What follows belongs to an exercise in optimizing a design on an open flow for small area, a short achievable clock period and few clock cycles per item; a production flow would make more cautious choices.
At most, simulation tests tie the RTL to the original design; equivalence was not proved.
Power figures rest on the tool's default switching activity, not on a simulated workload.

==> flow/design.v <==
package sigmoid_pkg;
  function automatic integer sig_one(input integer f);
    sig_one = 1 << f;
  endfunction
  function automatic integer sig_sat_pos(input integer f);
    sig_sat_pos = 4 << f;
  endfunction
  function automatic integer sig_sat_neg(input integer f);
    sig_sat_neg = -(4 << f);
  endfunction
endpackage
module sigmoid_core (
  input  logic [7:0] t,
  output logic [6:0] q
);
  wire t0 = (t[0] & t[5]) ^ (t[1] & t[4]);
  wire t1 = (t[0] & t[5]) & (t[1] & t[4]);
  wire t2 = (t[0] & t[6]) ^ (t[1] & t[5]);
  wire t3 = (t[0] & t[6]) & (t[1] & t[5]);
  wire t4 = (t[0] & t[7]) ^ (t[1] & t[6]) ^ (t[2] & t[5]);
  wire t5 = ((t[0] & t[7]) & (t[1] & t[6])) | ((t[0] & t[7]) & (t[2] & t[5])) | ((t[1] & t[6]) & (t[2] & t[5]));
  wire t6 = (t[1] & t[7]) ^ (t[2] & t[6]) ^ (t[3] & t[5]);
  wire t7 = ((t[1] & t[7]) & (t[2] & t[6])) | ((t[1] & t[7]) & (t[3] & t[5])) | ((t[2] & t[6]) & (t[3] & t[5]));
  wire t8 = (t[2] & t[7]) ^ (t[3] & t[6]) ^ (t[4] & t[5]);
  wire t9 = ((t[2] & t[7]) & (t[3] & t[6])) | ((t[2] & t[7]) & (t[4] & t[5])) | ((t[3] & t[6]) & (t[4] & t[5]));
  wire t10 = (t[0] & t[3]) ^ (t[1] & t[2]);
  wire t11 = (t[0] & t[3]) & (t[1] & t[2]);
  wire t12 = (t[0] & t[4]) ^ (t[1] & t[3]);
  wire t13 = (t[0] & t[4]) & (t[1] & t[3]);
  wire t14 = t0 ^ (t[2] & t[3]) ^ t[3];
  wire t15 = (t0 & (t[2] & t[3])) | (t0 & t[3]) | ((t[2] & t[3]) & t[3]);
  wire t16 = t1 ^ t2 ^ (t[2] & t[4]);
  wire t17 = (t1 & t2) | (t1 & (t[2] & t[4])) | (t2 & (t[2] & t[4]));
  wire t18 = t3 ^ t4 ^ (t[4] & ~t[3]);
  wire t19 = (t3 & t4) | (t3 & (t[4] & ~t[3])) | (t4 & (t[4] & ~t[3]));
  wire t20 = t5 ^ t6 ^ (t[3] & t[4]);
  wire t21 = (t5 & t6) | (t5 & (t[3] & t[4])) | (t6 & (t[3] & t[4]));
  wire t22 = t7 ^ t8 ^ t[5];
  wire t23 = (t7 & t8) | (t7 & t[5]) | (t8 & t[5]);
  wire t24 = t9 ^ (t[3] & t[7]) ^ (t[4] & t[6]);
  wire t25 = (t9 & (t[3] & t[7])) | (t9 & (t[4] & t[6])) | ((t[3] & t[7]) & (t[4] & t[6]));
  wire t26 = (t[4] & t[7]) ^ (t[5] & t[6]) ^ t[6];
  wire t27 = ((t[4] & t[7]) & (t[5] & t[6])) | ((t[4] & t[7]) & t[6]) | ((t[5] & t[6]) & t[6]);
  wire t28 = (t[0] & t[1]) ^ t[1];
  wire t29 = (t[0] & t[1]) & t[1];
  wire t30 = t10 ^ t[2];
  wire t31 = t10 & t[2];
  wire t32 = t11 ^ t12;
  wire t33 = t11 & t12;
  wire t34 = t13 ^ t14;
  wire t35 = t13 & t14;
  wire t36 = t15 ^ t16;
  wire t37 = t15 & t16;
  wire t38 = t17 ^ t18;
  wire t39 = t17 & t18;
  wire t40 = t19 ^ t20;
  wire t41 = t19 & t20;
  wire t42 = t21 ^ t22;
  wire t43 = t21 & t22;
  wire t44 = t23 ^ t24;
  wire t45 = t23 & t24;
  wire t46 = t25 ^ t26;
  wire t47 = t25 & t26;
  wire t48 = t27 ^ (t[5] & t[7]);
  wire t49 = t27 & (t[5] & t[7]);
  wire t50 = (t[6] & t[7]) ^ t[7];
  wire t51 = (t[6] & t[7]) & t[7];
  wire t52 = (t[0] & t[2]) & t29;
  wire t53 = (t[0] & t[2]) & t28;
  wire t54 = t33 | (t32 & t31);
  wire t55 = t32 & t30;
  wire t56 = t37 | (t36 & t35);
  wire t57 = t36 & t34;
  wire t58 = t41 | (t40 & t39);
  wire t59 = t40 & t38;
  wire t60 = t45 | (t44 & t43);
  wire t61 = t44 & t42;
  wire t62 = t49 | (t48 & t47);
  wire t63 = t48 & t46;
  wire t64 = t35 | (t34 & t54);
  wire t65 = t34 & t55;
  wire t66 = t56 | (t57 & t54);
  wire t67 = t57 & t55;
  wire t68 = t43 | (t42 & t58);
  wire t69 = t42 & t59;
  wire t70 = t60 | (t61 & t58);
  wire t71 = t61 & t59;
  wire t72 = t51 | (t50 & t62);
  wire t73 = t50 & t63;
  wire t74 = t31 | (t30 & t52);
  wire t75 = t54 | (t55 & t52);
  wire t76 = t64 | (t65 & t52);
  wire t77 = t66 | (t67 & t52);
  wire t78 = t47 | (t46 & t70);
  wire t79 = t46 & t71;
  wire t80 = t62 | (t63 & t70);
  wire t81 = t63 & t71;
  wire t82 = t72 | (t73 & t70);
  wire t83 = t73 & t71;
  wire t84 = t39 | (t38 & t77);
  wire t85 = t58 | (t59 & t77);
  wire t86 = t68 | (t69 & t77);
  wire t87 = t70 | (t71 & t77);
  wire t88 = t78 | (t79 & t77);
  wire t89 = t80 | (t81 & t77);
  wire t90 = t82 | (t83 & t77);
  wire t91 = (t[0] & t[2]) ^ t29;
  wire t92 = t30 ^ t52;
  wire t93 = t32 ^ t74;
  wire t94 = t34 ^ t75;
  wire t95 = t36 ^ t76;
  wire t96 = t38 ^ t77;
  wire t97 = t40 ^ t84;
  wire t98 = t42 ^ t85;
  wire t99 = t44 ^ t86;
  wire t100 = t46 ^ t87;
  wire t101 = t48 ^ t88;
  wire t102 = t50 ^ t89;
  assign q = {t90, t102, t101, t100, t99, t98, t97};
endmodule
module sigmoid_lane (
  input  logic        clk,
  input  logic        i_en,
  input  logic        i_mode,    
  input  logic [15:0] i_x,
  input  logic        r_mode,    
  output logic [15:0] o_y,
  output logic        o_sat
);
  logic       w_neg;
  logic       w_sat;
  logic [7:0] w_xs;      
  logic       w_lo;      
  logic [7:0] w_po;      
  logic [7:0] w_pa;      
  logic [7:0] w_t;
  assign w_neg = i_x[15];
  always_comb begin
    if (i_mode) begin
      w_sat = w_neg ? (~&i_x[14:9]  | ~|i_x[8:0]) : |i_x[14:9];
      w_xs  = i_x[8:1];
      w_lo  = i_x[0];
    end else begin
      w_sat = w_neg ? (~&i_x[14:10] | ~|i_x[9:0]) : |i_x[14:10];
      w_xs  = i_x[9:2];
      w_lo  = |i_x[1:0];
    end
    w_po[0] = 1'b0;
    w_pa[0] = 1'b1;
    for (int i = 1; i < 8; i++) begin
      w_po[i] = w_po[i-1] | w_xs[i-1];
      w_pa[i] = w_pa[i-1] & w_xs[i-1];
    end
    for (int i = 0; i < 8; i++)
      w_t[i] = w_xs[i] ^ (w_neg ? (w_lo & w_pa[i]) : w_po[i]);
  end
  logic [7:0] r1_t;
  logic       r1_neg;
  logic       r1_sat;
  always_ff @(posedge clk) begin
    if (i_en) begin
      r1_t   <= w_t;
      r1_neg <= w_neg;
      r1_sat <= w_sat;
    end
  end
  logic [6:0] w_q;
  sigmoid_core u_core (
    .t (r1_t),
    .q (w_q)
  );
  logic [6:0] r2_q;
  logic       r2_t8;
  logic       r2_neg;
  logic       r2_sat;
  always_ff @(posedge clk) begin
    if (i_en) begin
      r2_q   <= w_q & {7{~r1_sat}};
      r2_t8  <= ~|r1_t & ~r1_sat;
      r2_neg <= r1_neg;
      r2_sat <= r1_sat;
    end
  end
  logic [7:0] w_p;
  logic [8:0] w_sig;
  logic       w_pos;
  assign w_pos = ~r2_neg;
  always_comb begin
    w_p[0] = 1'b0;
    w_p[1] = r2_q[0];
    w_p[2] = |r2_q[1:0];
    w_p[3] = |r2_q[2:0];
    w_p[4] = |r2_q[3:0];
    w_p[5] = w_p[4] | r2_q[4];
    w_p[6] = w_p[4] | (|r2_q[5:4]);
    w_p[7] = w_p[4] | (|r2_q[6:4]);
    for (int i = 0; i < 7; i++) w_sig[i] = r2_q[i] ^ (w_pos & w_p[i]);
    w_sig[7] = r2_t8 | (w_pos & w_p[7]);
    w_sig[8] = w_pos & ~r2_t8 & ~w_p[7];
  end
  always_comb begin
    if (r_mode) o_y = {{7{~w_sig[8] & ~w_sig[7]}}, ~w_sig[7], w_sig[6:0], 1'b0};   
    else        o_y = {7'd0, w_sig};
  end
  assign o_sat = r2_sat;
endmodule
module sigmoid_pipe #(
  parameter int W     = 16,
  parameter int F     = W / 2,
  parameter int LANES = 4
) (
  input  logic               clk,
  input  logic               rst,
  input  logic               in_valid,
  output logic               in_ready,
  input  logic [LANES*W-1:0] in_data,
  input  logic               in_mode,
  output logic               out_valid,
  input  logic               out_ready,
  output logic [LANES*W-1:0] out_data,
  output logic [LANES-1:0]   out_sat
);
  logic       w_en;
  logic [1:0] r_vld;
  logic [1:0] r_mode;
  logic       w_mode;
  assign w_mode = in_mode;
  assign w_en      = !r_vld[1] || out_ready;
  assign in_ready  = w_en;
  assign out_valid = r_vld[1];
  always_ff @(posedge clk) begin
    if (rst)       r_vld <= '0;
    else if (w_en) r_vld <= {r_vld[0], in_valid};
  end
  always_ff @(posedge clk) begin
    if (w_en) r_mode <= {r_mode[0], w_mode};
  end
  for (genvar g = 0; g < LANES; g++) begin : g_lane
    sigmoid_lane u_lane (
      .clk    (clk),
      .i_en   (w_en),
      .i_mode (w_mode),
      .i_x    (in_data[g*W +: W]),
      .r_mode (r_mode[1]),
      .o_y    (out_data[g*W +: W]),
      .o_sat  (out_sat[g])
    );
  end
endmodule
clock: 7.0 ns
lec_check: 0
abc_area: 1
cap_margin: 20
core_margin: 2
core_utilization: 40
setup_slack_margin: 3.2
slew_margin: 20
standard.sh (not shown) runs the stock make flow with config.mk's settings and CLKGATE_MAP_FILE= SYNTH_SCRIPT=/design/flow/synth_recipe.tcl, a recipe that flattens the netlist after the stock synthesis.
==> flow/flow/run.sh <==
#!/bin/bash
# Layout flow: the standard ORFS flow (standard.sh) with three changes:
#  - synthesis leaves the adders to ABC (no ADDER_MAP_FILE, so no fa/ha cells) and maps the
#    logic with ABC's area mapper (flow/abc_map.script) in place of ORFS's ABC script;
#    everything else in the synthesis, registers included, is the standard flow's own synth_recipe.tcl;
#  - port buffers use the platform's plain buf_1 cell instead of the one buffer_ports picks;
#  - clock tree: small clock buffers and no dummy loads.
# Each step's full output goes to a log file of its own here; ORFS keeps its per-step logs
# under orfs/logs/.
set -euo pipefail
W=$PWD
export BUFFER_PORTS_ARGS="-buffer_cell sky130_fd_sc_hd__buf_1"
export CTS_ARGS="-sink_clustering_enable -repair_clock_nets -dont_use_dummy_load -buf_list {sky130_fd_sc_hd__clkbuf_4 sky130_fd_sc_hd__clkbuf_8} -root_buf sky130_fd_sc_hd__clkbuf_8"

# synth_recipe.tcl with every "abc -script X ..." call given flow/abc_map.script as X
cat > "$W/synth_abc.tcl" <<TCL
proc abc {args} {
  set i [lsearch -exact \$args -script]
  if {\$i >= 0} { set args [lreplace \$args [expr {\$i + 1}] [expr {\$i + 1}] {$W/flow/abc_map.script}] }
  yosys abc {*}\$args
}
source {$W/synth_recipe.tcl}
TCL
sed "s#SYNTH_SCRIPT=[^ ]*#SYNTH_SCRIPT=$W/synth_abc.tcl ADDER_MAP_FILE=#" standard.sh > my_standard.sh
grep -q "SYNTH_SCRIPT=$W/synth_abc.tcl ADDER_MAP_FILE=" my_standard.sh

bash my_standard.sh synth > synth.log 2>&1
bash my_standard.sh > layout.log 2>&1
==> flow/flow/abc_map.script <==
strash
&get -n
&deepsyn -T 60
&put
dch -f
amap
topo
stime -c
buffer -c
upsize -c
dnsize -c
==> next run, changes <==
--- a/flow/design.v
+++ b/flow/design.v
@@ -151,10 +151,11 @@
       w_po[i] = w_po[i-1] | w_xs[i-1];
       w_pa[i] = w_pa[i-1] & w_xs[i-1];
     end
     for (int i = 0; i < 8; i++)
       w_t[i] = w_xs[i] ^ (w_neg ? (w_lo & w_pa[i]) : w_po[i]);
+    if (w_sat) w_t = 8'd1;
   end
   logic [7:0] r1_t;
   logic       r1_neg;
   logic       r1_sat;
   always_ff @(posedge clk) begin
@@ -173,12 +174,12 @@
   logic       r2_t8;
   logic       r2_neg;
   logic       r2_sat;
   always_ff @(posedge clk) begin
     if (i_en) begin
-      r2_q   <= w_q & {7{~r1_sat}};
-      r2_t8  <= ~|r1_t & ~r1_sat;
+      r2_q   <= w_q;
+      r2_t8  <= ~|r1_t;
       r2_neg <= r1_neg;
       r2_sat <= r1_sat;
     end
   end
   logic [7:0] w_p;
The new run went through all stages and came out clean.
Global-route usage goes down by 1.5 points.
Worst setup slack improved by 34 ps.
Register-to-register slack got worse by 40 ps.
Synthesized area hardly moves.
Fmax goes up by 0.93%.
Worst hold slack improved by 3.6 ps.
Sequential power goes down by about 6%.
Total power goes down by about 33%.
Testbench counts after the change, summed over its fixed seeds: cycles 8,016, items 8,000.
No functional check of the RTL was part of the first run of this note.

## afterwards: timing with drivers on the ports
In the flow no input, the clock included, has a driving cell. The finished layouts below were timed again as built, in two steps.
Step 1 assumes that a clkbuf_16 drives the clock port and a buf_2 every other input.
Step 2 times the ports against the registers' clock, not the clock port: input delays grow and output delays shrink by t, the midpoint of the rising clock arrivals with the driver on.
a / b / c = no drivers / after step 1 / after step 2; a / b = the first two.
| run | shift t [ns] | setup WS [ns] | slew at the worst register clock pin (ns) |
|---|---|---|---|
| the first run | 0.400 | 3.306 / 3.268 / 2.867 | 0.09 / 0.09 |
| the second run | 0.379 | 3.340 / 3.306 / 3.098 | 0.08 / 0.08 |
After both steps setup and hold are still met in every run listed. The setup slack of the first run, which loses most, moves by -0.038 ns with the drivers and by -0.439 ns with both steps.
